This is an optimization exercise on Yosys and OpenROAD, whose aim is small area, not a production implementation.
Where RTL was checked, it was by simulation tests only, not by an equivalence proof against the original.
Only the layout flow was run in runs 4 and 5; the RTL was not checked for function there.
Power and IR drop assume default switching activity.

===== design/flow/flow/run.sh =====
#!/bin/bash
set -euo pipefail
SRC="VERILOG_FILES=$PWD/flow/mapped.v"
CTS="CTS_ARGS=-sink_clustering_enable -repair_clock_nets -dont_use_dummy_load -buf_list {sky130_fd_sc_hd__clkbuf_4} -sink_clustering_size 10 -sink_clustering_max_diameter 40"
DU="DONT_USE_CELLS=sky130_fd_sc_hd__probe_p_8 sky130_fd_sc_hd__probec_p_8 sky130_fd_sc_hd__lpflow_bleeder_1 sky130_fd_sc_hd__lpflow_clkbufkapwr_1 sky130_fd_sc_hd__lpflow_clkbufkapwr_16 sky130_fd_sc_hd__lpflow_clkbufkapwr_2 sky130_fd_sc_hd__lpflow_clkbufkapwr_4 sky130_fd_sc_hd__lpflow_clkbufkapwr_8 sky130_fd_sc_hd__lpflow_clkinvkapwr_1 sky130_fd_sc_hd__lpflow_clkinvkapwr_16 sky130_fd_sc_hd__lpflow_clkinvkapwr_2 sky130_fd_sc_hd__lpflow_clkinvkapwr_4 sky130_fd_sc_hd__lpflow_clkinvkapwr_8 sky130_fd_sc_hd__lpflow_decapkapwr_12 sky130_fd_sc_hd__lpflow_decapkapwr_3 sky130_fd_sc_hd__lpflow_decapkapwr_4 sky130_fd_sc_hd__lpflow_decapkapwr_6 sky130_fd_sc_hd__lpflow_decapkapwr_8 sky130_fd_sc_hd__lpflow_inputiso0n_1 sky130_fd_sc_hd__lpflow_inputiso0p_1 sky130_fd_sc_hd__lpflow_inputiso1n_1 sky130_fd_sc_hd__lpflow_inputiso1p_1 sky130_fd_sc_hd__lpflow_inputisolatch_1 sky130_fd_sc_hd__lpflow_isobufsrc_1 sky130_fd_sc_hd__lpflow_isobufsrc_16 sky130_fd_sc_hd__lpflow_isobufsrc_2 sky130_fd_sc_hd__lpflow_isobufsrc_4 sky130_fd_sc_hd__lpflow_isobufsrc_8 sky130_fd_sc_hd__lpflow_isobufsrckapwr_16 sky130_fd_sc_hd__lpflow_lsbuf_lh_hl_isowell_tap_1 sky130_fd_sc_hd__lpflow_lsbuf_lh_hl_isowell_tap_2 sky130_fd_sc_hd__lpflow_lsbuf_lh_hl_isowell_tap_4 sky130_fd_sc_hd__lpflow_lsbuf_lh_isowell_4 sky130_fd_sc_hd__lpflow_lsbuf_lh_isowell_tap_1 sky130_fd_sc_hd__lpflow_lsbuf_lh_isowell_tap_2 sky130_fd_sc_hd__lpflow_lsbuf_lh_isowell_tap_4 sky130_fd_sc_hd__buf_8 sky130_fd_sc_hd__buf_12 sky130_fd_sc_hd__buf_16 sky130_fd_sc_hd__bufbuf_8 sky130_fd_sc_hd__bufbuf_16"
bash standard.sh "$SRC" synth > synth_make.log 2>&1
bash standard.sh "$SRC" "$DU" \
  "BUFFER_PORTS_ARGS=-buffer_cell sky130_fd_sc_hd__buf_1" \
  "$CTS" \
  finish > orfs_make.log 2>&1

===== design/flow/flow/mapped.v =====
// branch_checkpoint_table
// Keeps one rename-state snapshot (free lists, translation maps, ROB tail) per
// in-flight branch. Entries are allocated in program order at the tail,
// released out of order on resolve, and retired from the head one per cycle.
// A mispredict discards the resolving entry and every younger one, and the
// stored snapshot of the resolving entry is presented combinationally so the
// hazard controller can restore in the same cycle.
//
// Area-oriented implementation: the snapshot payload has no reset (an entry's
// payload is only observable while it is live, and it is always written when
// it becomes live), and released registers are forwarded into every entry's
// data free list regardless of liveness (a dead entry's contents are never
// observed and are overwritten on its next allocation).

`ifndef NUM_D_REG
`define NUM_D_REG 64
`endif
`ifndef NUM_S_REG
`define NUM_S_REG 16
`endif
`ifndef ROB_LENGTH
`define ROB_LENGTH 32
`endif

module branch_checkpoint_table #(
    parameter int CP_DEPTH = 4,
    parameter int D_REG    = `NUM_D_REG,
    parameter int S_REG    = `NUM_S_REG,
    parameter int ROB_LEN  = `ROB_LENGTH,
    localparam int IDW     = $clog2(CP_DEPTH),
    localparam int CW      = IDW + 1,
    localparam int DW      = $clog2(D_REG),
    localparam int SW      = $clog2(S_REG),
    localparam int RW      = $clog2(ROB_LEN)
) (
    input  logic                  clk,
    input  logic                  rst,
    // checkpoint capture
    input  logic                  alloc_valid,
    input  logic [D_REG-1:0]      alloc_r_free_list,
    input  logic [S_REG-1:0]      alloc_s_free_list,
    input  logic [15:0][DW-1:0]   alloc_d_translation,
    input  logic [SW-1:0]         alloc_s_translation,
    input  logic [RW-1:0]         alloc_rob_tail,
    output logic [IDW-1:0]        alloc_id,
    output logic                  full,
    output logic                  empty,
    // branch resolution
    input  logic                  resolve_valid,
    input  logic [IDW-1:0]        resolve_id,
    input  logic                  resolve_mispredict,
    // registers released by commit
    input  logic                  free_valid,
    input  logic [DW-1:0]         free_reg,
    // recovery snapshot of entry resolve_id
    output logic [D_REG-1:0]      frl_r_cp,
    output logic [S_REG-1:0]      frl_s_cp,
    output logic [15:0][DW-1:0]   tt_d_cp,
    output logic [SW-1:0]         tt_s_cp,
    output logic [RW-1:0]         rob_tail_cp
);

    // Static part of a snapshot (written only on allocation)
    localparam int STW = S_REG + 16*DW + SW + RW;

    // Payload storage
    logic [CP_DEPTH-1:0][D_REG-1:0]     r_free_r;
    logic [CP_DEPTH-1:0][STW-1:0]       stat_r;

    // Bookkeeping
    logic [CP_DEPTH-1:0]  valid_r;
    logic [IDW-1:0]       head_r;
    logic [IDW-1:0]       tail_r;
    logic [CW-1:0]        count_r;

    // Next-state signals
    logic                 correct_s;
    logic                 mispredict_s;
    logic                 alloc_s;
    logic [IDW-1:0]       resolve_pos_s;
    logic [CP_DEPTH-1:0]  valid_mid_s;
    logic [IDW-1:0]       tail_mid_s;
    logic [CW-1:0]        count_mid_s;
    logic [CP_DEPTH-1:0]  valid_next_s;
    logic [IDW-1:0]       tail_next_s;
    logic [CW-1:0]        count_alloc_s;
    logic [IDW-1:0]       head_next_s;
    logic [CW-1:0]        count_next_s;

    // Resolve, allocate and retire decisions for this cycle
    always_comb begin
        correct_s     = resolve_valid && !resolve_mispredict && valid_r[resolve_id];
        mispredict_s  = resolve_valid && resolve_mispredict && valid_r[resolve_id];
        // A mispredict request blocks allocation even if its id is stale
        alloc_s       = alloc_valid && !count_r[IDW] && !(resolve_valid && resolve_mispredict);
        // Position of the resolving entry counted from the oldest live entry
        resolve_pos_s = resolve_id - head_r;

        valid_mid_s   = valid_r;
        tail_mid_s    = tail_r;
        count_mid_s   = count_r;
        if (correct_s) begin
            valid_mid_s[resolve_id] = 1'b0;
        end else if (mispredict_s) begin
            for (int i = 0; i < CP_DEPTH; i++) begin
                if ((IDW'(i) - head_r) >= resolve_pos_s) begin
                    valid_mid_s[i] = 1'b0;
                end
            end
            tail_mid_s  = resolve_id;
            count_mid_s = {1'b0, resolve_pos_s};
        end

        valid_next_s  = valid_mid_s;
        tail_next_s   = tail_mid_s;
        count_alloc_s = count_mid_s;
        if (alloc_s) begin
            valid_next_s[tail_r] = 1'b1;
            tail_next_s          = tail_r + IDW'(1);
            count_alloc_s        = count_mid_s + CW'(1);
        end

        if ((count_mid_s != CW'(0)) && !valid_mid_s[head_r]) begin
            head_next_s  = head_r + IDW'(1);
            count_next_s = count_alloc_s - CW'(1);
        end else begin
            head_next_s  = head_r;
            count_next_s = count_alloc_s;
        end
    end

    // Pointer and occupancy registers
    always_ff @(posedge clk or posedge rst) begin
        if (rst) begin
            valid_r <= '0;
            head_r  <= '0;
            tail_r  <= '0;
            count_r <= '0;
        end else begin
            valid_r <= valid_next_s;
            head_r  <= head_next_s;
            tail_r  <= tail_next_s;
            count_r <= count_next_s;
        end
    end

    // Write enables and released-register decode
    logic [CP_DEPTH-1:0] we_s;
    logic [D_REG-1:0]    fdec_s;
    always_comb begin
        for (int i = 0; i < CP_DEPTH; i++)
            we_s[i] = alloc_s && (tail_r == IDW'(i));
        for (int r = 0; r < D_REG; r++)
            fdec_s[r] = free_valid && (free_reg == DW'(r));
    end

    logic [STW-1:0] alloc_stat_s;
    assign alloc_stat_s = {alloc_s_free_list, alloc_d_translation,
                           alloc_s_translation, alloc_rob_tail};

    // Snapshot payload registers (no reset)
    localparam int NB = D_REG + STW;   // payload bits per entry
    localparam int GW = 8;            // write-enable copies per entry
    localparam int GN = 3;            // inverted write-enable copies per entry
    localparam int GR = 8;            // read-select copies

    logic                alloc_n_s;
    logic [CP_DEPTH-1:0] tail_oh_s, tail_ohn_s;
    always_comb begin
        alloc_n_s = !alloc_s;
        for (int i = 0; i < CP_DEPTH; i++) begin
            tail_oh_s[i]  = (tail_r == IDW'(i));
            tail_ohn_s[i] = !(tail_r == IDW'(i));
        end
    end

    // Write enables we = alloc & (tail == i), replicated per group of bits
    logic [GW-1:0][CP_DEPTH-1:0] weg_s;
    logic [GN-1:0][CP_DEPTH-1:0] weng_s;
    for (genvar gi = 0; gi < CP_DEPTH; gi++) begin : g_we
        for (genvar gg = 0; gg < GW; gg++) begin : g_w
            sky130_fd_sc_hd__nor2_1 u_we (.A(alloc_n_s), .B(tail_ohn_s[gi]), .Y(weg_s[gg][gi]));
        end
        for (genvar gg = 0; gg < GN; gg++) begin : g_n
            sky130_fd_sc_hd__nand2_1 u_wen (.A(alloc_s), .B(tail_oh_s[gi]), .Y(weng_s[gg][gi]));
        end
    end

    // Data free list: next = (we ? alloc : q) | released, one a221o per bit
    logic [CP_DEPTH-1:0][D_REG-1:0] r_free_nx_s;
    for (genvar gi = 0; gi < CP_DEPTH; gi++) begin : g_fn
        for (genvar gb = 0; gb < D_REG; gb++) begin : g_b
            sky130_fd_sc_hd__a221o_1 u_nx (
                .A1(weng_s[(gb * GN) / D_REG][gi]), .A2(r_free_r[gi][gb]),
                .B1(weg_s[(gb * GW) / NB][gi]),     .B2(alloc_r_free_list[gb]),
                .C1(fdec_s[gb]), .X(r_free_nx_s[gi][gb]));
        end
    end

    always_ff @(posedge clk)
        r_free_r <= r_free_nx_s;

    // Static payload: bit b of the entry is payload bit D_REG + b
    for (genvar gi = 0; gi < CP_DEPTH; gi++) begin : g_st
        for (genvar gb = 0; gb < STW; gb++) begin : g_b
            always_ff @(posedge clk)
                if (weg_s[((D_REG + gb) * GW) / NB][gi])
                    stat_r[gi][gb] <= alloc_stat_s[gb];
        end
    end

    assign alloc_id    = tail_r;
    // count is at most CP_DEPTH (a power of two), so its top bit means full
    assign full        = count_r[IDW];
    assign empty       = (count_r == CW'(0));

    // Zero-latency recovery read of the resolving entry. Active-low one-hot
    // selects t, one copy per group of bits; out = AND_i (t_i | q_i), built as
    // nor2(o22ai(entries 0, 1), o22ai(entries 2, 3)).
    logic [CP_DEPTH-1:0][NB-1:0] q_all_s;
    logic [NB-1:0]               rd_all_s;
    logic [GR-1:0][CP_DEPTH-1:0] tsel_s;
    for (genvar gi = 0; gi < CP_DEPTH; gi++) begin : g_q
        assign q_all_s[gi] = {stat_r[gi], r_free_r[gi]};
    end
    for (genvar gg = 0; gg < GR; gg++) begin : g_sel
        sky130_fd_sc_hd__or2_1    u_t0 (.A(resolve_id[0]), .B(resolve_id[1]), .X(tsel_s[gg][0]));
        sky130_fd_sc_hd__nand2b_1 u_t1 (.A_N(resolve_id[1]), .B(resolve_id[0]), .Y(tsel_s[gg][1]));
        sky130_fd_sc_hd__nand2b_1 u_t2 (.A_N(resolve_id[0]), .B(resolve_id[1]), .Y(tsel_s[gg][2]));
        sky130_fd_sc_hd__nand2_1  u_t3 (.A(resolve_id[0]), .B(resolve_id[1]), .Y(tsel_s[gg][3]));
    end
    for (genvar gb = 0; gb < NB; gb++) begin : g_rd
        logic n1, n2;
        sky130_fd_sc_hd__o22ai_1 u_a (
            .A1(tsel_s[(gb * GR) / NB][0]), .A2(q_all_s[0][gb]),
            .B1(tsel_s[(gb * GR) / NB][1]), .B2(q_all_s[1][gb]), .Y(n1));
        sky130_fd_sc_hd__o22ai_1 u_b (
            .A1(tsel_s[(gb * GR) / NB][2]), .A2(q_all_s[2][gb]),
            .B1(tsel_s[(gb * GR) / NB][3]), .B2(q_all_s[3][gb]), .Y(n2));
        sky130_fd_sc_hd__nor2_1  u_c (.A(n1), .B(n2), .Y(rd_all_s[gb]));
    end

    assign frl_r_cp = rd_all_s[D_REG-1:0];
    assign {frl_s_cp, tt_d_cp, tt_s_cp, rob_tail_cp} = rd_all_s[NB-1:D_REG];

endmodule

===== design/flow/standard.sh =====
#!/bin/bash
# synth_recipe.tcl (not shown) runs the flow's synth.tcl, then flattens the netlist and writes it again
# the make line also repeats each setting of config.mk as NAME=value (left out here)
make -C /OpenROAD-flow-scripts/flow DESIGN_CONFIG=/design/flow/config.mk WORK_HOME=/design/flow/orfs CLKGATE_MAP_FILE= SYNTH_SCRIPT=/design/flow/synth_recipe.tcl "${@:-finish}"

===== design/flow/config.mk =====
export PLATFORM = sky130hd
export DESIGN_NAME = branch_checkpoint_table
export DESIGN_NICKNAME = branch_checkpoint_table
export VERILOG_FILES = /design/flow/design.v
export SDC_FILE = /design/flow/constraint.sdc
export NUM_CORES = 4
export LEC_CHECK = 0
export CAP_MARGIN = 0
export CORE_MARGIN = 2
export CORE_UTILIZATION = 65
export SLEW_MARGIN = 0

===== design/flow/constraint.sdc =====
create_clock -name core_clock -period 5.0 [get_ports {clk}]
set_input_delay 1.0000 -clock core_clock [delete_from_list [all_inputs] [get_ports {clk}]]
set_output_delay 1.0000 -clock core_clock [all_outputs]
set_load 0.01 [all_outputs]

===== design/flow/design.v =====
module branch_checkpoint_table #(
    parameter int CP_DEPTH = 4,
    parameter int D_REG    = 64,
    parameter int S_REG    = 16,
    parameter int ROB_LEN  = 32,
    localparam int IDW     = $clog2(CP_DEPTH),
    localparam int CW      = IDW + 1,
    localparam int DW      = $clog2(D_REG),
    localparam int SW      = $clog2(S_REG),
    localparam int RW      = $clog2(ROB_LEN)
) (
    input  logic                  clk,
    input  logic                  rst,
    input  logic                  alloc_valid,
    input  logic [D_REG-1:0]      alloc_r_free_list,
    input  logic [S_REG-1:0]      alloc_s_free_list,
    input  logic [15:0][DW-1:0]   alloc_d_translation,
    input  logic [SW-1:0]         alloc_s_translation,
    input  logic [RW-1:0]         alloc_rob_tail,
    output logic [IDW-1:0]        alloc_id,
    output logic                  full,
    output logic                  empty,
    input  logic                  resolve_valid,
    input  logic [IDW-1:0]        resolve_id,
    input  logic                  resolve_mispredict,
    input  logic                  free_valid,
    input  logic [DW-1:0]         free_reg,
    output logic [D_REG-1:0]      frl_r_cp,
    output logic [S_REG-1:0]      frl_s_cp,
    output logic [15:0][DW-1:0]   tt_d_cp,
    output logic [SW-1:0]         tt_s_cp,
    output logic [RW-1:0]         rob_tail_cp
);
    localparam int STW = S_REG + 16*DW + SW + RW;
    logic [CP_DEPTH-1:0][D_REG-1:0]     r_free_r;
    logic [CP_DEPTH-1:0][STW-1:0]       stat_r;
    logic [CP_DEPTH-1:0]  valid_r;
    logic [IDW-1:0]       head_r;
    logic [IDW-1:0]       tail_r;
    logic [CW-1:0]        count_r;
    logic                 correct_s;
    logic                 mispredict_s;
    logic                 alloc_s;
    logic [IDW-1:0]       resolve_pos_s;
    logic [CP_DEPTH-1:0]  valid_mid_s;
    logic [IDW-1:0]       tail_mid_s;
    logic [CW-1:0]        count_mid_s;
    logic [CP_DEPTH-1:0]  valid_next_s;
    logic [IDW-1:0]       tail_next_s;
    logic [CW-1:0]        count_alloc_s;
    logic [IDW-1:0]       head_next_s;
    logic [CW-1:0]        count_next_s;
    always_comb begin
        correct_s     = resolve_valid && !resolve_mispredict && valid_r[resolve_id];
        mispredict_s  = resolve_valid && resolve_mispredict && valid_r[resolve_id];
        alloc_s       = alloc_valid && !count_r[IDW] && !(resolve_valid && resolve_mispredict);
        resolve_pos_s = resolve_id - head_r;
        valid_mid_s   = valid_r;
        tail_mid_s    = tail_r;
        count_mid_s   = count_r;
        if (correct_s) begin
            valid_mid_s[resolve_id] = 1'b0;
        end else if (mispredict_s) begin
            for (int i = 0; i < CP_DEPTH; i++) begin
                if ((IDW'(i) - head_r) >= resolve_pos_s) begin
                    valid_mid_s[i] = 1'b0;
                end
            end
            tail_mid_s  = resolve_id;
            count_mid_s = {1'b0, resolve_pos_s};
        end
        valid_next_s  = valid_mid_s;
        tail_next_s   = tail_mid_s;
        count_alloc_s = count_mid_s;
        if (alloc_s) begin
            valid_next_s[tail_r] = 1'b1;
            tail_next_s          = tail_r + IDW'(1);
            count_alloc_s        = count_mid_s + CW'(1);
        end
        if ((count_mid_s != CW'(0)) && !valid_mid_s[head_r]) begin
            head_next_s  = head_r + IDW'(1);
            count_next_s = count_alloc_s - CW'(1);
        end else begin
            head_next_s  = head_r;
            count_next_s = count_alloc_s;
        end
    end
    always_ff @(posedge clk or posedge rst) begin
        if (rst) begin
            valid_r <= '0;
            head_r  <= '0;
            tail_r  <= '0;
            count_r <= '0;
        end else begin
            valid_r <= valid_next_s;
            head_r  <= head_next_s;
            tail_r  <= tail_next_s;
            count_r <= count_next_s;
        end
    end
    logic [CP_DEPTH-1:0] we_s;
    logic [D_REG-1:0]    fdec_s;
    always_comb begin
        for (int i = 0; i < CP_DEPTH; i++)
            we_s[i] = alloc_s && (tail_r == IDW'(i));
        for (int r = 0; r < D_REG; r++)
            fdec_s[r] = free_valid && (free_reg == DW'(r));
    end
    logic [STW-1:0] alloc_stat_s;
    assign alloc_stat_s = {alloc_s_free_list, alloc_d_translation,
                           alloc_s_translation, alloc_rob_tail};
    always_ff @(posedge clk) begin
        for (int i = 0; i < CP_DEPTH; i++) begin
            r_free_r[i] <= (we_s[i] ? alloc_r_free_list : r_free_r[i]) | fdec_s;
            if (we_s[i])
                stat_r[i] <= alloc_stat_s;
        end
    end
    assign alloc_id    = tail_r;
    assign full        = count_r[IDW];
    assign empty       = (count_r == CW'(0));
    logic [CP_DEPTH-1:0] rsel_s;
    logic [D_REG-1:0]    rd_free_s;
    logic [STW-1:0]      rd_stat_s;
    always_comb begin
        rd_free_s = '0;
        rd_stat_s = '0;
        for (int i = 0; i < CP_DEPTH; i++) begin
            rsel_s[i] = (resolve_id == IDW'(i));
            rd_free_s = rd_free_s | ({D_REG{rsel_s[i]}} & r_free_r[i]);
            rd_stat_s = rd_stat_s | ({STW{rsel_s[i]}} & stat_r[i]);
        end
    end
    assign frl_r_cp = rd_free_s;
    assign {frl_s_cp, tt_d_cp, tt_s_cp, rob_tail_cp} = rd_stat_s;
endmodule

==> results of run 1 <==
==> critical path, cell delays in order <==
cell	delay (ps)
clkbuf_2	530
buf_4	300
or2_1	750
o22ai_1	200
nor2_1	220
buf_1	170
==> worst max path at each step <==
stage / from / end / slack (ps)
final: resolve_id[0] / tt_d_cp[68] / 810
after global routing: resolve_id[0] / tt_d_cp[86] / 660
after CTS: resolve_id[0] / tt_d_cp[68] / 870
after detailed placement: resolve_id[0] / count_r[2] / 840
after global placement: resolve_id[0] / tt_d_cp[83] / 900
after floorplan: resolve_mispredict / stat_r[100] / 1470
==> power by group through the flow <==
stage	Clock, uW	Combinational [uW]	Sequential (uW)
finish	2660	3650	8930
global route	2950	3920	9060
CTS	2690	3610	8900
detailed placement	0	3600	9030
global placement	0	3490	8950
floorplan	0	2460	8820
==> sequential cells by signal (all words and copies together), names as in the netlist <==
signal    flops
r_free_r    256
tail_r        2
valid_r       4
stat_r      484
head_r        2
count_r       3
==> stage by stage <==
stage	hold WS, ps	worst slack (ps)
3_3_place_gp	472	897
4_1_cts	63.8	870
6_report	103	809
3_5_place_dp	477	839
5_1_grt	43.7	657
2_1_floorplan	462	1470
==> cell usage after synthesis (2+ instances only) <==
cell type / number / area, um^2
a21oi_1: 3 / 15.0
a221o_1: 256 / 2560
a22oi_1: 2 / 15.0
a31oi_1: 3 / 18.8
and4b_2: 2 / 22.5
clkbuf_1: 6 / 22.5
dfrtp_1: 11 / 275
dfxtp_1: 256 / 5120
edfxtp_1: 484 / 14500
ha_1: 11 / 138
inv_1: 13 / 48.8
mux2i_1: 2 / 20.0
nand2_1: 38 / 143
nand2b_1: 16 / 100
nand3_1: 10 / 50.1
nand3b_1: 3 / 22.5
nand4_1: 3 / 18.8
nor2_1: 287 / 1080
nor2b_1: 6 / 37.5
nor3_1: 2 / 10.0
o21ai_0: 8 / 40.0
o22ai_1: 370 / 2310
or2_1: 8 / 50.1
xnor2_1: 5 / 43.8
xor2_1: 3 / 26.3
==> cells by family (layout without fill, tap and decap cells) <==
group / after synthesis / in the layout / share of synthesized area [%]
AO/OA/AOI/OAI: 652 / 652 / 18.7
XOR/XNOR: 8 / 8 / 0.260
adder cells (fa/ha/maj): 11 / 11 / 0.511
buffers and inverters: 21 / 558 / 0.297
flip-flops: 751 / 751 / 74.0
multiplexers: 3 / 3 / 0.172
other: 0 / 15 / 0
AND/OR/NAND/NOR: 384 / 384 / 5.98
==> layout make-up <==
cell class              instances  area share, %
clock buffers                  92           2.29
repair buffers                452           6.00
diodes                         15          0.124
flip-flops and latches        751           66.0
multi-input cells            1058           23.2
well taps                     532           2.21
inverters                      14          0.174
==> layer usage <==
layer | wire length (um) | GRT usage (%)
met2 | 34900 | 52.4
met5 | 47 | 0
met1 | 28200 | 44.6
met4 | 2030 | 11.3
met3 | 7480 | 7.75
==> cell usage in the layout (no fill, tap or decap), types with 2 or more instances in the layout <==
master,netlist,routed
a221o_1,256,256
nand2_1,38,38
o22ai_1,370,370
and4b_2,2,2
xnor2_1,5,5
nor2_2,0,32
ha_1,11,11
nand2b_1,16,16
dfrtp_1,11,11
buf_2,1,53
diode_2,0,15
clkbuf_4,0,92
nand3_1,10,10
mux2i_1,2,2
nand3b_1,3,3
nor2_1,287,255
o21ai_0,8,8
a31oi_1,3,3
clkbuf_2,0,2
buf_1,0,385
xor2_1,3,3
nor3_1,2,2
edfxtp_1,484,484
buf_4,0,12
or2_1,8,8
a22oi_1,2,2
a21oi_1,3,3
nor2b_1,6,6
inv_1,13,13
dfxtp_1,256,256
nand4_1,3,3
==> out/metrics.csv, run 1 <==
metric,value,unit
grt_pass1_vias,19300,
tns,0,ps
ff2ff_setup_slack,2010,ps
grt_max_degree,41,
reg2reg_depth,11,
pwr-share-comb,24.0,%
dieHeight,208,um
die-width,208,um
grt_pass1_wl,110,mm
p_leak,0.0101,uW
final_area,0.0302,mm^2
critPathRequiredTime,4000,ps
top_level_ports,388,
numCtsBuffers,92,
p_int,10700,uW
grt_setup_unrepaired,no,
synthArstFlopShare,1.46,%
hold_viol,0,
start_kind,input port,
status,timing/DRC/antenna clean,
vias_per_cell,6.75,
fmax,0.239,GHz
fin_util,73.9,%
slew_viol_final,0,
dieArea,0.0431,mm^2
tritoncts,done,
rr_startpoint,head_r[0],
multi_input_comb_area,0.00699,mm^2
netlist_instances,1830,
clockBufferDepth,3,
ys_dominant_reg_cell,edfxtp_1,
layout.cells.non_filler,2914,
hp-class,in -> async,
cap_violations,0,
synthesis.nets,2040,
p_total,15200,uW
cp-end-kind,primary output,
grt.overflow.total,0,
wirelength,72.6,mm
slew_headroom,25.8,%
powerDensity,505,mW/mm^2
critPathMaxFanout,25,
post_cts_buffers,0,
drt_iter0_drc,2080,
dp.cells,2807,
p_sw,4570,uW
cts_resized,0,
track_usage,32.8,%
synth_edf_count,484,
area_growth,12.1,%
netlist_area,0.0269,mm^2
ys_warn_count,1,
final_nets,2579,
skew,37.7,ps
power_frac_clock,17.4,%
post-route-drc-count,0,
dp_hpwl,46.7,mm
hold_buffers,0,
cts-htree-levels,3,
gp_congestion,0.845,
drtPass1Iterations,6,
setup_viol,0,
r2r-end,count_r[0],
detail-route-antenna-nets,0,
initial_core_util,65.9,%
antenna_found_initial,13,
synth_seq_cells,751,
clk_latency,850,ps
n_fill_cell,2751,
post-route-min-period,4190,ps
fin_crit_sh,83.8,%
synth_cell_types,47,
vdd_ir_drop_max,0.000367,V
seq_power_share,58.6,%
cts-root-buf,clkbuf_4,
path_class,in -> out,
clkTransAtPathRegs,100,ps
vias,19700,
post_dp_cell_area,0.0295,mm^2
switching_share,30.0,%
worstMarginPinSlew,1110,ps
placement.io_buffers,387,
post_synth.cell_area_avg,14.7,um^2
rows,74,
crit_arrival,3190,ps
register_area,0.0199,mm^2
wl_per_cell,24.9,um
ys_seq_area_share,74.0,%
core_area,0.0408,mm^2
drive_gt1_share,8.49,%
cts.sinks,751,
==> run 2, diff against run 1 <==
--- a/design/flow/config.mk
+++ b/design/flow/config.mk
@@ -9,3 +9,4 @@
 export CORE_MARGIN = 2
 export CORE_UTILIZATION = 65
+export GPL_TIMING_DRIVEN = 0
 export SLEW_MARGIN = 0
==> out/metrics.csv, run 2 <==
metric,value,unit,change
area_growth,12.3,%,
placement.io_buffers,387,,unchanged
status,timing/DRC/antenna clean,,
die-width,208,um,unchanged
fin_util,74.1,%,+0.13 points
grt_pass1_wl,107,mm,-2.6%
path_class,in -> out,,
synth_seq_cells,751,,unchanged
wl_per_cell,24.7,um,-1.0%
synthArstFlopShare,1.46,%,unchanged
post-route-min-period,4370,ps,+180 ps
drive_gt1_share,7.38,%,-1.1 points
final_area,0.0302,mm^2,+0.18%
grt.overflow.total,0,,unchanged
post_cts_buffers,0,,unchanged
synthTopCellsByCount,"edfxtp_1 (484), o22ai_1 (370), nor2_1 (287), a221o_1 (256), dfxtp_1 (256)",,
synth_area_leaders,"edfxtp_1 (54%), dfxtp_1 (19%), a221o_1 (9.5%)",,
post_dp_cell_area,0.0295,mm^2,+0.19%
hold_viol,0,,unchanged
post-route-drc-count,0,,unchanged
gp_congestion,0.824,,-2.5%
numCtsBuffers,94,,+2.2%
vias_per_cell,6.69,,-0.87%
antenna_found_initial,12,,-1
wl_met3,7.46,mm,-0.32%
n_fill_cell,2729,,-0.80%
largest_reg_flops,484,,unchanged
cap_violations,0,,unchanged
cts.sinks,751,,unchanged
ys_warn_count,1,,unchanged
met2_length,34.2,mm,-2.1%
cp_cell_sequence,buf_2 -> nand2b_1 -> o22ai_1 -> nor2_1 -> buf_1,,
final_nets,2557,,-0.85%
drtPass1Iterations,6,,unchanged
synth_most_common_cell,edfxtp_1,,
rows,74,,unchanged
final_common_cell,edfxtp_1,,
hold_buffers,0,,unchanged
initial_core_util,65.9,%,unchanged
regMostFlops,stat_r,,
dieArea,0.0431,mm^2,unchanged
slew_viol_final,0,,unchanged
hold_ws,124,ps,+21.3 ps
synthesis.nets,2040,,unchanged
synth_cell_types,47,,unchanged
top_level_ports,388,,unchanged
crit_family,simple AND/OR/NAND/NOR gates,,
post_synth.cell_area_avg,14.7,um^2,unchanged
vdd_ir_drop_max,0.000333,V,-9.3%
reg.largest.list,"stat_r: 484 flops, r_free_r: 256 flops, valid_r: 4 flops",,
grt_max_degree,39,,-4.9%
vias,19300,,-1.8%
yosysTopAreaCell,edfxtp_1,,
top_layer,met5,,
start_kind,input port,,
setup_viol,0,,unchanged
cp-end-kind,primary output,,
hp-class,in -> async,,
dp_hpwl,45.7,mm,-2.2%
skew,85.7,ps,+47.9 ps
cts-htree-levels,3,,unchanged
clk_latency,860,ps,about the same
crit_arrival,3370,ps,+180 ps
wl_met1,27.5,mm,-2.4%
ys_seq_area_share,74.0,%,unchanged
clockBufferDepth,3,,unchanged
crit_start,resolve_id[1],,
synth_edf_count,484,,unchanged
grt_pass1_vias,18900,,-2.0%
mostFrequentLayoutCells,"edfxtp_1 (484), buf_1 (385), o22ai_1 (370), a221o_1 (256), dfxtp_1 (256)",,
p_leak,0.0101,uW,-0.63%
cts_resized,0,,unchanged
tritoncts,done,,
netlist_instances,1830,,unchanged
detail-route-antenna-nets,0,,unchanged
fin_crit_sh,87.4,%,+3.6 points
worstMarginPinSlew,1290,ps,+184 ps
grt_setup_unrepaired,no,,
drt_iter0_drc,1940,,-6.7%
clkTransAtPathRegs,100,ps,about the same
critPathMaxFanout,38,,+52%
critPathRequiredTime,4000,ps,about the same
critical_path_buf_inv_count,2,,-1
dieHeight,208,um,unchanged
cts-root-buf,clkbuf_4,,
netlist_area,0.0269,mm^2,unchanged
core_area,0.0408,mm^2,unchanged
synth_top_cell_area_share,54.0,%,unchanged
fmax,0.229,GHz,-4.1%
slowest_stage,nand2b_1,,
ys_dominant_reg_cell,edfxtp_1,,
cpPeakStageDelay,1000,ps,+250 ps
wirelength,71.2,mm,-2.0%
slew_headroom,13.7,%,-12 points
rr_startpoint,count_r[2],,
track_usage,32.1,%,-0.67 points
powerDensity,505,mW/mm^2,about the same
[run 2: cell counts after synthesis]
Identical to the previous run, type by type.
[run 2: final cells by class]
class	instances	area, um^2	area share (%)
tap	532	666	2.20
sequential	751	19900	65.9
multi-input combinational	1058	6990	23.1
timing repair buffer	421	1840	6.08
antenna	9	22.5	0.0745
buffer	7	27.5	0.0910
inverter	14	52.6	0.174
clock buffer	94	706	2.33
[run 2: where the power goes]
part,internal (uW),total [uW],switching (uW)
Clock,863,2650,1790
Sequential,8190,8870,685
Combinational,1690,3740,2050
[run 2: path summary, 6_finish.rpt]
check / to / slack (ps) / cells past startpoint
setup / recovery: frl_r_cp[28] / 630 / 5
min in group core_clock: stat_r[149] / 380 / 1
setup reg to reg: r_free_r[201] / 1930 / 5
hold reg to reg: r_free_r[168] / 500 / 1
max in group asynchronous: valid_r[3] / 4530 / 2
hold / removal: count_r[0] / 120 / 2
[run 2: per-stage QoR]
step	setup TNS, ps	power (uW)	std cells	setup WS, ps
floorplan	0	11300	1830	1470
global placement	-10610	12400	2749	-69.6
detailed placement	0	12700	2783	719
CTS	0	15300	2877	727
global route	0	16000	2881	599
finish	0	15300	2886	630
[run 2: cells by family after synthesis]
| kind of cell | Yosys count | synth area share (%) |
|---|---|---|
| fa+ha+maj | 11 | 0.511 |
| mux | 3 | 0.172 |
| xor+xnor | 8 | 0.260 |
| flops | 751 | 74.0 |
| compound gates | 652 | 18.7 |
| buf+inv | 21 | 0.297 |
| simple gates | 384 | 5.98 |
[run 2: layer usage]
layer,track usage [%],up-vias
li1,-,8706
met1,43.1,9450
met2,51.3,1004
met3,8.14,135
met4,11.5,10
met5,0,-
==> run 3, diff against run 2 <==
--- a/design/flow/config.mk
+++ b/design/flow/config.mk
@@ -6,7 +6,6 @@
 export NUM_CORES = 4
 export LEC_CHECK = 0
-export CAP_MARGIN = 0
+export CAP_MARGIN = 20
 export CORE_MARGIN = 2
 export CORE_UTILIZATION = 65
-export GPL_TIMING_DRIVEN = 0
-export SLEW_MARGIN = 0
+export SLEW_MARGIN = 20
==> out/metrics.csv, run 3 <==
metric,value,unit,change
mostFrequentLayoutCells,"edfxtp_1 (484), buf_1 (385), o22ai_1 (370), a221o_1 (256), dfxtp_1 (256)",,
clk_latency,850,ps,about the same
clockBufferDepth,3,,unchanged
ys_warn_count,1,,unchanged
crit_arrival,3190,ps,-180 ps
regMostFlops,stat_r,,
gp_congestion,0.845,,+2.5%
dp_hpwl,46.7,mm,+2.3%
n_fill_cell,2751,,+0.81%
yosysTopAreaCell,edfxtp_1,,
vias_per_cell,6.75,,+0.88%
clkTransAtPathRegs,100,ps,about the same
hp-class,in -> async,,
ys_seq_area_share,74.0,%,unchanged
grt_pass1_vias,19300,,+2.0%
netlist_instances,1830,,unchanged
post_synth.cell_area_avg,14.7,um^2,unchanged
top_level_ports,388,,unchanged
grt_setup_unrepaired,no,,
setup_viol,0,,unchanged
synth_cell_types,47,,unchanged
wl_per_cell,24.9,um,+1.0%
cp-end-kind,primary output,,
area_growth,12.1,%,
fin_crit_sh,83.8,%,-3.6 points
synth_most_common_cell,edfxtp_1,,
cap_violations,0,,unchanged
synthesis.nets,2040,,unchanged
grt_pass1_wl,110,mm,+2.7%
post_cts_buffers,0,,unchanged
critPathMaxFanout,25,,-34%
cts_resized,0,,unchanged
synthArstFlopShare,1.46,%,unchanged
status,timing/DRC/antenna clean,,
post_dp_cell_area,0.0295,mm^2,-0.19%
cts-root-buf,clkbuf_4,,
final_common_cell,edfxtp_1,,
p_leak,0.0101,uW,+0.64%
dieHeight,208,um,unchanged
post-route-min-period,4190,ps,-180 ps
p_total,15200,uW,-0.16%
critPathRequiredTime,4000,ps,about the same
hold_buffers,0,,unchanged
slew_headroom,25.8,%,+12 points
largest_reg_flops,484,,unchanged
reg.largest.list,"stat_r: 484 flops, r_free_r: 256 flops, valid_r: 4 flops",,
die-width,208,um,unchanged
placement.io_buffers,387,,unchanged
synthTopCellsByCount,"edfxtp_1 (484), o22ai_1 (370), nor2_1 (287), a221o_1 (256), dfxtp_1 (256)",,
worstMarginPinSlew,1110,ps,-184 ps
synth_area_leaders,"edfxtp_1 (54%), dfxtp_1 (19%), a221o_1 (9.5%)",,
fmax,0.239,GHz,+4.3%
netlist_area,0.0269,mm^2,unchanged
wirelength,72.6,mm,+2.0%
start_kind,input port,,
antenna_found_initial,13,,+1
rows,74,,unchanged
hold_viol,0,,unchanged
vdd_ir_drop_max,0.000367,V,+10%
post-route-drc-count,0,,unchanged
ys_dominant_reg_cell,edfxtp_1,,
synth_seq_cells,751,,unchanged
grt.overflow.total,0,,unchanged
skew,37.7,ps,-47.9 ps
grt_max_degree,41,,+5.1%
final_nets,2579,,+0.86%
vias,19700,,+1.9%
drtPass1Iterations,6,,unchanged
numCtsBuffers,92,,-2.1%
cts-htree-levels,3,,unchanged
core_area,0.0408,mm^2,unchanged
tns,0,ps,unchanged
dieArea,0.0431,mm^2,unchanged
cts.sinks,751,,unchanged
path_class,in -> out,,
drive_gt1_share,8.49,%,+1.1 points
track_usage,32.8,%,+0.67 points
tritoncts,done,,
initial_core_util,65.9,%,unchanged
powerDensity,505,mW/mm^2,about the same
final_area,0.0302,mm^2,-0.18%
slew_viol_final,0,,unchanged
synth_top_cell_area_share,54.0,%,unchanged
drt_iter0_drc,2080,,+7.2%
detail-route-antenna-nets,0,,unchanged
synth_edf_count,484,,unchanged
[run 3: cells by family (layout without fill, tap and decap cells)]
group	Yosys count	count (layout)	synth area share (%)
compound gates	652	652	18.7
xor+xnor	8	8	0.260
fa+ha+maj	11	11	0.511
buf+inv	21	558	0.297
flops	751	751	74.0
mux	3	3	0.172
other cells	0	15	0
simple gates	384	384	5.98
[run 3: metrics by stage]
stage          setup WS [ps]  hold WS (ps)  std cells  util [%]
2_1_floorplan           1470           462       1830         -
3_3_place_gp             897           472       2807      72.1
3_5_place_dp             839           477       2807      72.1
4_1_cts                  870          63.8       2899      73.8
5_1_grt                  657          43.7       2910      73.9
6_report                 809           103       2914      73.9
[run 3: routing by layer]
layer  track usage [%]  part of all wire, %  up-vias
met5                 0                0.065        -
met4              11.3                  2.8        8
met3              7.75                   10      147
met2              52.4                   48     1106
met1              44.6                   39     9650
li1                  -                    -     8753
[run 3: worst max-delay path, cell delays in order]
cell and delay [ps]:
clkbuf_2 530, buf_4 300, or2_1 750, o22ai_1 200, nor2_1 220, buf_1 170
[run 3: final timing paths]
path | startpoint | endpoint | depth (start not counted) | slack [ps]
worst max-delay path | resolve_id[0] | tt_d_cp[68] | 6 | 810
worst min-delay path | rst | count_r[1] | 2 | 100
worst max register to register | head_r[0] | count_r[0] | 11 | 2010
worst min register to register | r_free_r[254] | r_free_r[254] | 1 | 500
max in group asynchronous | rst | valid_r[0] | 2 | 4580
min in group core_clock | alloc_s_free_list[1] | stat_r[227] | 1 | 400
[run 3: final cells by class]
| type | count | area, um^2 | area share [%] |
|---|---|---|---|
| Inverter | 14 | 52.6 | 0.174 |
| Sequential cell | 751 | 19900 | 66.0 |
| Antenna cell | 15 | 37.5 | 0.124 |
| Clock buffer | 92 | 691 | 2.29 |
| Timing Repair Buffer | 452 | 1810 | 6.00 |
| Multi-Input combinational cell | 1058 | 6990 | 23.2 |
| Tap cell | 532 | 666 | 2.21 |
[run 3: power by group]
group / switching [uW] / internal, uW
Clock: 1810 / 845
Sequential: 739 / 8190
Combinational: 2020 / 1640
Total: 4570 / 10700
==> run 4, diff against run 3 <==
--- a/design/flow/design.v
+++ b/design/flow/design.v
@@ -38,51 +38,39 @@
     logic [IDW-1:0]       head_r;
     logic [IDW-1:0]       tail_r;
-    logic [CW-1:0]        count_r;
+    logic                 full_r;
+    logic                 mp_req_s;
     logic                 correct_s;
     logic                 mispredict_s;
     logic                 alloc_s;
     logic [IDW-1:0]       resolve_pos_s;
+    logic [IDW-1:0]       occ_s;
     logic [CP_DEPTH-1:0]  valid_mid_s;
-    logic [IDW-1:0]       tail_mid_s;
-    logic [CW-1:0]        count_mid_s;
+    logic                 nonzero_mid_s;
+    logic                 retire_s;
     logic [CP_DEPTH-1:0]  valid_next_s;
     logic [IDW-1:0]       tail_next_s;
-    logic [CW-1:0]        count_alloc_s;
     logic [IDW-1:0]       head_next_s;
-    logic [CW-1:0]        count_next_s;
+    logic                 full_next_s;
     always_comb begin
+        mp_req_s      = resolve_valid && resolve_mispredict;
         correct_s     = resolve_valid && !resolve_mispredict && valid_r[resolve_id];
-        mispredict_s  = resolve_valid && resolve_mispredict && valid_r[resolve_id];
-        alloc_s       = alloc_valid && !count_r[IDW] && !(resolve_valid && resolve_mispredict);
+        mispredict_s  = mp_req_s && valid_r[resolve_id];
+        alloc_s       = alloc_valid && !full_r && !mp_req_s;
         resolve_pos_s = resolve_id - head_r;
-        valid_mid_s   = valid_r;
-        tail_mid_s    = tail_r;
-        count_mid_s   = count_r;
-        if (correct_s) begin
-            valid_mid_s[resolve_id] = 1'b0;
-        end else if (mispredict_s) begin
-            for (int i = 0; i < CP_DEPTH; i++) begin
-                if ((IDW'(i) - head_r) >= resolve_pos_s) begin
-                    valid_mid_s[i] = 1'b0;
-                end
-            end
-            tail_mid_s  = resolve_id;
-            count_mid_s = {1'b0, resolve_pos_s};
+        occ_s         = tail_r - head_r;
+        for (int i = 0; i < CP_DEPTH; i++) begin
+            valid_mid_s[i] = valid_r[i]
+                && !(correct_s && (resolve_id == IDW'(i)))
+                && !(mispredict_s && ((IDW'(i) - head_r) >= resolve_pos_s));
         end
+        nonzero_mid_s = mispredict_s ? (resolve_pos_s != '0) : (full_r || (occ_s != '0));
+        retire_s      = nonzero_mid_s && !valid_mid_s[head_r];
         valid_next_s  = valid_mid_s;
-        tail_next_s   = tail_mid_s;
-        count_alloc_s = count_mid_s;
-        if (alloc_s) begin
+        if (alloc_s)
             valid_next_s[tail_r] = 1'b1;
-            tail_next_s          = tail_r + IDW'(1);
-            count_alloc_s        = count_mid_s + CW'(1);
-        end
-        if ((count_mid_s != CW'(0)) && !valid_mid_s[head_r]) begin
-            head_next_s  = head_r + IDW'(1);
-            count_next_s = count_alloc_s - CW'(1);
-        end else begin
-            head_next_s  = head_r;
-            count_next_s = count_alloc_s;
-        end
+        tail_next_s   = alloc_s ? tail_r + IDW'(1) : (mispredict_s ? resolve_id : tail_r);
+        head_next_s   = head_r + IDW'(retire_s);
+        full_next_s   = !retire_s && ((full_r && !mispredict_s) ||
+                                      (alloc_s && (occ_s == IDW'(CP_DEPTH - 1))));
     end
     always_ff @(posedge clk or posedge rst) begin
@@ -91,10 +79,10 @@
             head_r  <= '0;
             tail_r  <= '0;
-            count_r <= '0;
+            full_r  <= 1'b0;
         end else begin
             valid_r <= valid_next_s;
             head_r  <= head_next_s;
             tail_r  <= tail_next_s;
-            count_r <= count_next_s;
+            full_r  <= full_next_s;
         end
     end
@@ -118,6 +106,6 @@
     end
     assign alloc_id    = tail_r;
-    assign full        = count_r[IDW];
-    assign empty       = (count_r == CW'(0));
+    assign full        = full_r;
+    assign empty       = !full_r && (tail_r == head_r);
     logic [CP_DEPTH-1:0] rsel_s;
     logic [D_REG-1:0]    rd_free_s;
--- a/design/flow/flow/mapped.v
+++ b/design/flow/flow/mapped.v
@@ -68,67 +68,61 @@
     logic [CP_DEPTH-1:0][STW-1:0]       stat_r;
 
-    // Bookkeeping
+    // Bookkeeping. The occupancy count always equals (tail - head) mod CP_DEPTH,
+    // except that a full ring (count CP_DEPTH) has tail == head; full_r tells
+    // the two apart, so the count itself needs no register.
     logic [CP_DEPTH-1:0]  valid_r;
     logic [IDW-1:0]       head_r;
     logic [IDW-1:0]       tail_r;
-    logic [CW-1:0]        count_r;
+    logic                 full_r;
 
     // Next-state signals
+    logic                 mp_req_s;
     logic                 correct_s;
     logic                 mispredict_s;
     logic                 alloc_s;
     logic [IDW-1:0]       resolve_pos_s;
+    logic [IDW-1:0]       occ_s;
     logic [CP_DEPTH-1:0]  valid_mid_s;
-    logic [IDW-1:0]       tail_mid_s;
-    logic [CW-1:0]        count_mid_s;
+    logic                 nonzero_mid_s;
+    logic                 retire_s;
     logic [CP_DEPTH-1:0]  valid_next_s;
     logic [IDW-1:0]       tail_next_s;
-    logic [CW-1:0]        count_alloc_s;
     logic [IDW-1:0]       head_next_s;
-    logic [CW-1:0]        count_next_s;
+    logic                 full_next_s;
 
     // Resolve, allocate and retire decisions for this cycle
     always_comb begin
+        mp_req_s      = resolve_valid && resolve_mispredict;
         correct_s     = resolve_valid && !resolve_mispredict && valid_r[resolve_id];
-        mispredict_s  = resolve_valid && resolve_mispredict && valid_r[resolve_id];
+        mispredict_s  = mp_req_s && valid_r[resolve_id];
         // A mispredict request blocks allocation even if its id is stale
-        alloc_s       = alloc_valid && !count_r[IDW] && !(resolve_valid && resolve_mispredict);
-        // Position of the resolving entry counted from the oldest live entry
+        alloc_s       = alloc_valid && !full_r && !mp_req_s;
+        // Position of the resolving entry counted from the oldest entry
         resolve_pos_s = resolve_id - head_r;
-
-        valid_mid_s   = valid_r;
-        tail_mid_s    = tail_r;
-        count_mid_s   = count_r;
-        if (correct_s) begin
-            valid_mid_s[resolve_id] = 1'b0;
-        end else if (mispredict_s) begin
-            for (int i = 0; i < CP_DEPTH; i++) begin
-                if ((IDW'(i) - head_r) >= resolve_pos_s) begin
-                    valid_mid_s[i] = 1'b0;
-                end
-            end
-            tail_mid_s  = resolve_id;
-            count_mid_s = {1'b0, resolve_pos_s};
-        end
+        // Occupancy count mod CP_DEPTH
+        occ_s         = tail_r - head_r;
+
+        for (int i = 0; i < CP_DEPTH; i++) begin
+            valid_mid_s[i] = valid_r[i]
+                && !(correct_s && (resolve_id == IDW'(i)))
+                && !(mispredict_s && ((IDW'(i) - head_r) >= resolve_pos_s));
+        end
+        // Post-resolve count is nonzero
+        nonzero_mid_s = mispredict_s ? (resolve_pos_s != '0) : (full_r || (occ_s != '0));
+        retire_s      = nonzero_mid_s && !valid_mid_s[head_r];
 
         valid_next_s  = valid_mid_s;
-        tail_next_s   = tail_mid_s;
-        count_alloc_s = count_mid_s;
-        if (alloc_s) begin
+        if (alloc_s)
             valid_next_s[tail_r] = 1'b1;
-            tail_next_s          = tail_r + IDW'(1);
-            count_alloc_s        = count_mid_s + CW'(1);
-        end
-
-        if ((count_mid_s != CW'(0)) && !valid_mid_s[head_r]) begin
-            head_next_s  = head_r + IDW'(1);
-            count_next_s = count_alloc_s - CW'(1);
-        end else begin
-            head_next_s  = head_r;
-            count_next_s = count_alloc_s;
-        end
-    end
-
-    // Pointer and occupancy registers
+        // alloc and a mispredict are never in the same cycle
+        tail_next_s   = alloc_s ? tail_r + IDW'(1) : (mispredict_s ? resolve_id : tail_r);
+        head_next_s   = head_r + IDW'(retire_s);
+        // Full next cycle: was full (and no mispredict), or had CP_DEPTH-1 and
+        // allocates; a retire takes one away again
+        full_next_s   = !retire_s && ((full_r && !mispredict_s) ||
+                                      (alloc_s && (occ_s == IDW'(CP_DEPTH - 1))));
+    end
+
+    // Pointer, live and full registers
     always_ff @(posedge clk or posedge rst) begin
         if (rst) begin
@@ -136,10 +130,10 @@
             head_r  <= '0;
             tail_r  <= '0;
-            count_r <= '0;
+            full_r  <= 1'b0;
         end else begin
             valid_r <= valid_next_s;
             head_r  <= head_next_s;
             tail_r  <= tail_next_s;
-            count_r <= count_next_s;
+            full_r  <= full_next_s;
         end
     end
@@ -162,26 +156,22 @@
     localparam int NB = D_REG + STW;   // payload bits per entry
     localparam int GW = 8;            // write-enable copies per entry
-    localparam int GN = 3;            // inverted write-enable copies per entry
-    localparam int GR = 8;            // read-select copies
-
-    logic                alloc_n_s;
-    logic [CP_DEPTH-1:0] tail_oh_s, tail_ohn_s;
-    always_comb begin
-        alloc_n_s = !alloc_s;
-        for (int i = 0; i < CP_DEPTH; i++) begin
-            tail_oh_s[i]  = (tail_r == IDW'(i));
-            tail_ohn_s[i] = !(tail_r == IDW'(i));
-        end
-    end
-
-    // Write enables we = alloc & (tail == i), replicated per group of bits
+    localparam int GN = 2;            // inverted write-enable copies per entry
+    localparam int GR = 8;            // read-select copies per entry
+
+    logic [CP_DEPTH-1:0] tail_oh_s;
+    always_comb
+        for (int i = 0; i < CP_DEPTH; i++)
+            tail_oh_s[i] = (tail_r == IDW'(i));
+
+    // Write enables: wen = !(alloc & tail == i) from GN nand2 gates, and
+    // we = !wen from GW inverters, each serving a group of payload bits
+    logic [GN-1:0][CP_DEPTH-1:0] weng_s;
     logic [GW-1:0][CP_DEPTH-1:0] weg_s;
-    logic [GN-1:0][CP_DEPTH-1:0] weng_s;
     for (genvar gi = 0; gi < CP_DEPTH; gi++) begin : g_we
+        for (genvar gg = 0; gg < GN; gg++) begin : g_n
+            sky130_fd_sc_hd__nand2_4 u_wen (.A(alloc_s), .B(tail_oh_s[gi]), .Y(weng_s[gg][gi]));
+        end
         for (genvar gg = 0; gg < GW; gg++) begin : g_w
-            sky130_fd_sc_hd__nor2_1 u_we (.A(alloc_n_s), .B(tail_ohn_s[gi]), .Y(weg_s[gg][gi]));
-        end
-        for (genvar gg = 0; gg < GN; gg++) begin : g_n
-            sky130_fd_sc_hd__nand2_1 u_wen (.A(alloc_s), .B(tail_oh_s[gi]), .Y(weng_s[gg][gi]));
+            sky130_fd_sc_hd__inv_2 u_we (.A(weng_s[(gg * GN) / GW][gi]), .Y(weg_s[gg][gi]));
         end
     end
@@ -211,22 +201,23 @@
 
     assign alloc_id    = tail_r;
-    // count is at most CP_DEPTH (a power of two), so its top bit means full
-    assign full        = count_r[IDW];
-    assign empty       = (count_r == CW'(0));
+    assign full        = full_r;
+    assign empty       = !full_r && (tail_r == head_r);
 
     // Zero-latency recovery read of the resolving entry. Active-low one-hot
-    // selects t, one copy per group of bits; out = AND_i (t_i | q_i), built as
+    // selects t_i = !(resolve_id == i), from GR inverters per entry each
+    // serving a group of bits; out = AND_i (t_i | q_i), built as
     // nor2(o22ai(entries 0, 1), o22ai(entries 2, 3)).
+    logic [CP_DEPTH-1:0]         rsel_s;
     logic [CP_DEPTH-1:0][NB-1:0] q_all_s;
     logic [NB-1:0]               rd_all_s;
     logic [GR-1:0][CP_DEPTH-1:0] tsel_s;
+    always_comb
+        for (int i = 0; i < CP_DEPTH; i++)
+            rsel_s[i] = (resolve_id == IDW'(i));
     for (genvar gi = 0; gi < CP_DEPTH; gi++) begin : g_q
         assign q_all_s[gi] = {stat_r[gi], r_free_r[gi]};
-    end
-    for (genvar gg = 0; gg < GR; gg++) begin : g_sel
-        sky130_fd_sc_hd__or2_1    u_t0 (.A(resolve_id[0]), .B(resolve_id[1]), .X(tsel_s[gg][0]));
-        sky130_fd_sc_hd__nand2b_1 u_t1 (.A_N(resolve_id[1]), .B(resolve_id[0]), .Y(tsel_s[gg][1]));
-        sky130_fd_sc_hd__nand2b_1 u_t2 (.A_N(resolve_id[0]), .B(resolve_id[1]), .Y(tsel_s[gg][2]));
-        sky130_fd_sc_hd__nand2_1  u_t3 (.A(resolve_id[0]), .B(resolve_id[1]), .Y(tsel_s[gg][3]));
+        for (genvar gg = 0; gg < GR; gg++) begin : g_t
+            sky130_fd_sc_hd__inv_2 u_t (.A(rsel_s[gi]), .Y(tsel_s[gg][gi]));
+        end
     end
     for (genvar gb = 0; gb < NB; gb++) begin : g_rd
==> out/metrics.csv, run 4 <==
metric,value,unit,change
status,timing/DRC/antenna clean,,
synth_cell_types,47,,unchanged
setup_ws,968,ps,+159 ps
initial_core_util,65.8,%,-0.15 points
cp-end-kind,primary output,,
critical_path_buf_inv_count,3,,unchanged
mostFrequentLayoutCells,"edfxtp_1 (484), buf_1 (387), o22ai_1 (372)",,
area_growth,10.4,%,
placement.io_buffers,387,,unchanged
final_common_cell,edfxtp_1,,
setup_viol,0,,unchanged
cpPeakStageDelay,510,ps,-240 ps
regMostFlops,stat_r,,
drt_iter0_drc,2268,,+9.0%
slowest_stage,inv_2,,
synth_area_leaders,"edfxtp_1 (54%), dfxtp_1 (19%), a221o_1 (9.5%)",,
path_class,in -> out,,
grt_setup_unrepaired,no,,
post-route-min-period,4030,ps,-159 ps
grt_pass1_wl,106,mm,-3.3%
slew_headroom,31.6,%,+5.7 points
core_area,0.0408,mm^2,unchanged
yosysTopAreaCell,edfxtp_1,,
slew_viol_final,0,,unchanged
netlist_area,0.0269,mm^2,-0.23%
skew,59.3,ps,+21.6 ps
cts.sinks,749,,-0.27%
grt_max_degree,37,,-9.8%
clockBufferDepth,3,,unchanged
post-route-drc-count,0,,unchanged
fin_crit_sh,80.6,%,-3.2 points
synthesis.nets,2028,,-0.59%
synthTopCellsByCount,"edfxtp_1 (484), o22ai_1 (372), a221o_1 (256), dfxtp_1 (256), nor2_1 (256)",,
cap_violations,0,,unchanged
dieArea,0.0430,mm^2,-0.22%
hold_viol,0,,unchanged
synth_edf_count,484,,unchanged
tritoncts,done,,
post_cts_buffers,0,,unchanged
critPathRequiredTime,4000,ps,about the same
die-width,207,um,-0.11%
start_kind,input port,,
detail-route-antenna-nets,0,,unchanged
vdd_ir_drop_max,0.000297,V,-19%
drive_gt1_share,7.64,%,-0.85 points
post_synth.cell_area_avg,14.8,um^2,+0.38%
grt.overflow.total,0,,unchanged
track_usage,31.9,%,-0.86 points
gp_congestion,0.873,,+3.3%
synth_seq_cells,749,,-0.27%
ys_warn_count,1,,unchanged
ys_dominant_reg_cell,edfxtp_1,,
final_nets,2502,,-3.0%
dp_hpwl,43.6,mm,-6.7%
top_level_ports,388,,unchanged
wirelength,70.6,mm,-2.8%
largest_reg_flops,484,,unchanged
hp-class,in -> async,,
synth_top_cell_area_share,54.1,%,+0.12 points
hold_ws,140,ps,+36.4 ps
p_leak,0.0101,uW,-0.33%
rows,74,,unchanged
fmax,0.248,GHz,+3.9%
wl_per_cell,24.9,um,about the same
ys_seq_area_share,74.0,%,about the same
crit_arrival,3030,ps,-160 ps
netlist_instances,1819,,-0.60%
antenna_found_initial,16,,+3
place_ws,1020,ps,+181 ps
clkTransAtPathRegs,100,ps,about the same
vias_per_cell,6.72,,-0.44%
cp_cell_sequence,buf_1 -> and2b_1 -> inv_2 -> o22ai_1 -> nor2_1 -> buf_1,,
powerDensity,524,mW/mm^2,+3.8%
crit_family,buffers and inverters,,
reg.largest.list,"stat_r: 484 flops, r_free_r: 256 flops, valid_r: 4 flops",,
hold_buffers,0,,unchanged
drtPass1Iterations,6,,unchanged
cts-root-buf,clkbuf_4,,
synth_most_common_cell,edfxtp_1,,
n_fill_cell,2838,,+3.2%
vias,19000,,-3.2%
cts-htree-levels,3,,unchanged
tns,0,ps,unchanged
dieHeight,207,um,-0.11%
critPathMaxFanout,23,,-8.0%
numCtsBuffers,90,,-2.2%
crit_top_cell,buf_1,,
clk_latency,800,ps,-50 ps
synthArstFlopShare,1.20,%,-0.26 points
grt_pass1_vias,18600,,-3.3%
worstMarginPinSlew,1020,ps,-86.6 ps
cts_resized,0,,unchanged
==> run 4: worst register-to-register path, stage by stage, from the launching register on <==
cell and delay (ps):
dfrtp_1 690, ha_1 310, xnor3_1 250, ha_1 300, o21ba_2 160, o31ai_1 360
nand4_1 160, and4_1 220, ha_1 190, xor2_1 140
==> run 4: cell type report <==
class / instances / area [um^2] / share of cell area [%]
sequential: 749 / 19900 / 67.1
multi-input combinational: 987 / 6650 / 22.4
timing repair buffer: 393 / 1480 / 5.00
clock buffer: 90 / 676 / 2.28
tap: 532 / 666 / 2.24
inverter: 72 / 270 / 0.911
antenna: 10 / 25.0 / 0.0844
==> run 4: path summary, 6_finish.rpt <==
kind	from	to	slack, ps	cells after the start
max in group asynchronous	rst	valid_r[3]	4530	2
worst max-delay path	resolve_id[0]	frl_r_cp[31]	970	6
worst max register to register	head_r[0]	head_r[1]	2090	9
min in group core_clock	alloc_d_translation[88]	stat_r[218]	440	1
worst min register to register	r_free_r[40]	r_free_r[40]	500	1
worst min-delay path	rst	tail_r[1]	140	2
==> run 4: power by group <==
group          leakage (uW)  internal, uW  total (uW)  switching [uW]
Sequential          0.00668          8320        9080             755
Combinational       0.00300          1680        3860            2180
Clock              0.000414           828        2610            1790
==> run 4: cells by family after synthesis <==
| logic type | share of synthesized area, % |
|---|---|
| AO/OA/AOI/OAI | 18.8 |
| XOR/XNOR | 0.359 |
| adder cells (fa/ha/maj) | 0.466 |
| buffers and inverters | 1.23 |
| flip-flops | 74.0 |
| multiplexers | 0.168 |
| AND/OR/NAND/NOR | 4.96 |
==> run 4: metal layers <==
metal	track usage [%]	part of all wire, %	up-vias
li1	-	-	8515
met1	44.7	39	9296
met2	49.3	48	1078
met3	7.78	10	130
met4	11.5	2.5	14
met5	0	0.15	-
==> run 4: through the flow <==
stage | cell area [um^2] | instances | power, uW | utilization (%)
after floorplan | 26900 | 1819 | 11600 | -
after global placement | 29000 | 2733 | 12800 | 70.9
after detailed placement | 29000 | 2733 | 13000 | 70.9
after CTS | 29600 | 2823 | 15500 | 72.6
after global routing | 29600 | 2832 | 16300 | 72.6
final | 29700 | 2833 | 15500 | 72.6
==> run 5, diff against run 4 <==
--- a/design/flow/flow/mapped.v
+++ b/design/flow/flow/mapped.v
@@ -155,7 +155,7 @@
     // Snapshot payload registers (no reset)
     localparam int NB = D_REG + STW;   // payload bits per entry
-    localparam int GW = 8;            // write-enable copies per entry
+    localparam int GW = 6;            // write-enable copies per entry
     localparam int GN = 2;            // inverted write-enable copies per entry
-    localparam int GR = 8;            // read-select copies per entry
+    localparam int GR = 6;            // read-select copies per entry
 
     logic [CP_DEPTH-1:0] tail_oh_s;
@@ -170,5 +170,5 @@
     for (genvar gi = 0; gi < CP_DEPTH; gi++) begin : g_we
         for (genvar gg = 0; gg < GN; gg++) begin : g_n
-            sky130_fd_sc_hd__nand2_4 u_wen (.A(alloc_s), .B(tail_oh_s[gi]), .Y(weng_s[gg][gi]));
+            sky130_fd_sc_hd__nand2_2 u_wen (.A(alloc_s), .B(tail_oh_s[gi]), .Y(weng_s[gg][gi]));
         end
         for (genvar gg = 0; gg < GW; gg++) begin : g_w
==> out/metrics.csv, run 5 <==
metric,value,unit,change
ys_warn_count,1,,unchanged
hp-class,in -> async,,
fin_crit_sh,89.2,%,+8.5 points
netlist_instances,1803,,-0.88%
area_growth,10.6,%,
synth_most_common_cell,edfxtp_1,,
post_cts_buffers,0,,unchanged
synth_top_family_by_area,compound AO/OA/AOI/OAI gates,,
initial_core_util,65.7,%,-0.096 points
clk_latency,840,ps,+40 ps
dp_hpwl,41.8,mm,-4.1%
clockBufferDepth,3,,unchanged
critPathMaxFanout,31,,+35%
grt_pass1_vias,17900,,-3.9%
drtPass1Iterations,5,,-1
hold_viol,0,,unchanged
antenna_found_initial,16,,unchanged
drive_gt1_share,7.23,%,-0.40 points
die-width,207,um,-0.18%
synthAdderAreaFrac,0.468,%,+0.0017 points
grt_pass1_wl,102,mm,-3.5%
synthesis.nets,2012,,-0.79%
mostFrequentLayoutCells,"edfxtp_1 (484), buf_1 (387), o22ai_1 (372)",,
grt_max_degree,35,,-5.4%
rows,74,,unchanged
top_level_ports,388,,unchanged
fmax,0.224,GHz,-9.6%
critical_path_buf_inv_count,3,,unchanged
place_ws,654,ps,-366 ps
placement.io_buffers,387,,unchanged
gp_congestion,0.819,,-6.2%
p_sw,4750,uW,+0.58%
status,timing/DRC/antenna clean,,
multi_input_comb_area,0.00661,mm^2,-0.60%
switching_share,30.4,%,+0.069 points
largest_reg_flops,484,,unchanged
setup_ws,542,ps,-427 ps
pwr-share-comb,24.4,%,-0.4 points
ys_dominant_reg_cell,edfxtp_1,,
post-route-drc-count,0,,unchanged
track_usage,31.7,%,-0.20 points
vias,18900,,-0.66%
clkTransAtPathRegs,90,ps,about the same
cap_violations,0,,unchanged
netlist_area,0.0268,mm^2,-0.37%
post-route-min-period,4460,ps,+427 ps
grt_setup_unrepaired,no,,
wirelength,70.5,mm,-0.17%
grt.overflow.total,0,,unchanged
worstMarginPinSlew,1230,ps,+205 ps
core_area,0.0407,mm^2,-0.23%
numCtsBuffers,93,,+3.3%
critPathRequiredTime,4000,ps,about the same
cts.sinks,749,,unchanged
synth_compound_area_share,18.9,%,+0.070 points
start_kind,input port,,
final_common_cell,edfxtp_1,,
vias_per_cell,6.69,,-0.49%
cp-end-kind,primary output,,
synth_area_leaders,"edfxtp_1 (54%), dfxtp_1 (19%), a221o_1 (9.6%)",,
cts_resized,0,,unchanged
synth_seq_cells,749,,unchanged
dieArea,0.0428,mm^2,-0.37%
slowest_stage,nor2_1,,
tns,0,ps,unchanged
reg.largest.list,"stat_r: 484 flops, r_free_r: 256 flops, valid_r: 4 flops",,
regMostFlops,stat_r,,
synthSimpleGateAreaFrac,4.82,%,-0.13 points
detail-route-antenna-nets,0,,unchanged
slew_viol_final,0,,unchanged
drt_iter0_drc,1957,,-14%
slew_headroom,17.8,%,-14 points
synth_edf_count,484,,unchanged
wl_per_cell,24.9,um,about the same
ys_seq_area_share,74.3,%,+0.28 points
cp_cell_sequence,buf_1 -> nor2_1 -> inv_2 -> o22ai_1 -> nor2_1 -> buf_1,,
cts-htree-levels,3,,unchanged
synthArstFlopShare,1.20,%,unchanged
power_frac_clock,17.2,%,+0.4 points
cts-root-buf,clkbuf_4,,
path_class,in -> out,,
post_synth.cell_area_avg,14.8,um^2,+0.51%
seq_power_share,58.4,%,about the same
p_leak,0.00996,uW,-1.2%
powerDensity,527,mW/mm^2,+0.52%
synth-xor-area-share,0.360,%,+0.0013 points
crit_family,simple AND/OR/NAND/NOR gates,,
dieHeight,207,um,-0.18%
cpPeakStageDelay,1000,ps,+490 ps
final_nets,2492,,-0.40%
tritoncts,done,,
synthTopCellsByCount,"edfxtp_1 (484), o22ai_1 (372), a221o_1 (256), dfxtp_1 (256), nor2_1 (256)",,
synth_top_cell_area_share,54.3,%,+0.20 points
register_area,0.0199,mm^2,unchanged
hold_buffers,0,,unchanged
synth_cell_types,47,,unchanged
n_fill_cell,2854,,+0.56%
crit_arrival,3460,ps,+430 ps
vdd_ir_drop_max,0.000311,V,+4.5%
skew,69.3,ps,+9.93 ps
muxShareOfSynthArea,0.168,%,+0.00063 points
p_int,10900,uW,+0.25%
setup_viol,0,,unchanged
yosysTopAreaCell,edfxtp_1,,
==> run 5: changes by cell type in the layout (fill, tap and decap cells not counted) <==
| cell | delta |
|---|---|
| diode_2 | +5 |
| clkbuf_4 | +3 |
| buf_2 | +3 |
| inv_2 | -16 |
| nand2_2 | +8 |
| nand2_4 | -8 |
==> run 5: per-stage QoR <==
step / hold slack [ps] / instances / utilization, % / power (uW) / cell area [um^2]
5_1_grt: 133 / 2820 / 72.6 / 16300 / 29600
2_1_floorplan: 462 / 1803 / - / 11600 / 26800
3_5_place_dp: 477 / 2720 / 70.9 / 13000 / 28900
3_3_place_gp: 472 / 2720 / 70.9 / 12800 / 28900
6_report: 147 / 2828 / 72.7 / 15600 / 29600
4_1_cts: 85.4 / 2813 / 72.6 / 15600 / 29600
==> run 5: final timing paths <==
path                                         start           end  slack, ps  cells past startpoint
max in group asynchronous                      rst    valid_r[1]       4550                      2
setup reg to reg                         head_r[0]     head_r[1]       2120                      9
hold / removal                                 rst    valid_r[3]        150                      2
min in group core_clock    alloc_d_translation[65]   stat_r[316]        410                      1
hold reg to reg                       r_free_r[75]  r_free_r[75]        490                      1
setup / recovery                     resolve_id[1]  frl_r_cp[58]        540                      6
==> run 5: final cells by class <==
class | count | share of cell area (%)
Inverter | 56 | 0.710
Timing Repair Buffer | 396 | 5.06
Clock buffer | 93 | 2.36
Antenna cell | 15 | 0.127
Multi-Input combinational cell | 987 | 22.3
Tap cell | 532 | 2.25
Sequential cell | 749 | 67.2
==> run 5: power groups by stage <==
stage                     Combinational [uW]  Clock (uW)  Sequential (uW)
after detailed placement                3770           0             9190
after CTS                               3760        2730             9070
final                                   3810        2690             9100
after floorplan                         2650           0             8960
after global routing                    4090        2970             9250
after global placement                  3650           0             9130
==> run 5: cells by family after synthesis <==
group,after synthesis
AOI/OAI and AO/OA,651
xor gates and xnor gates,7
adders and majority gates,10
buffers and inverters,67
DFF,749
muxes,4
and+or+nand+nor,315
==> run 5: per-layer routing <==
metal	vias to the layer above	track usage, %	share of wire, %
li1	8493	-	-
met1	9204	43.9	39
met2	1048	47.7	46
met3	150	8.81	11
met4	12	13.2	3.3
met5	-	0	0.11

## separate check: timing with driven ports
Ports are ideal in the flow. The routed layouts listed here were re-timed in OpenROAD.
Step 1 (the two cells are an assumption about what drives the block):
set clk [get_ports {clk}]
set_driving_cell -lib_cell sky130_fd_sc_hd__clkbuf_16 $clk
set_driving_cell -lib_cell sky130_fd_sc_hd__buf_2 [delete_from_list [all_inputs] $clk]
Step 2 moves the port delays by t, midway between the first and last clock arrival at a register: inputs arrive t later, outputs are due t later. That takes back most of the time a late clock gives input paths.
Three values: ideal, step 1, step 2; two values: the first two.
run | t, ns | setup WS [ns] | worst setup path at the end
run 1 | 0.883 | 0.809 / 0.757 / 0.757 | input to output
run 2 | 0.853 | 0.630 / 0.559 / 0.559 | input to output
run 3 | 0.883 | 0.809 / 0.757 / 0.757 | input to output
run 4 | 0.830 | 0.968 / 0.941 / 0.941 | input to output
run 5 | 0.857 | 0.542 / 0.481 / 0.481 | input to output
After both steps setup and hold are still met in every run listed. The setup slack of run 2, which loses most, moves by -0.071 ns with the drivers and by -0.071 ns with both steps.
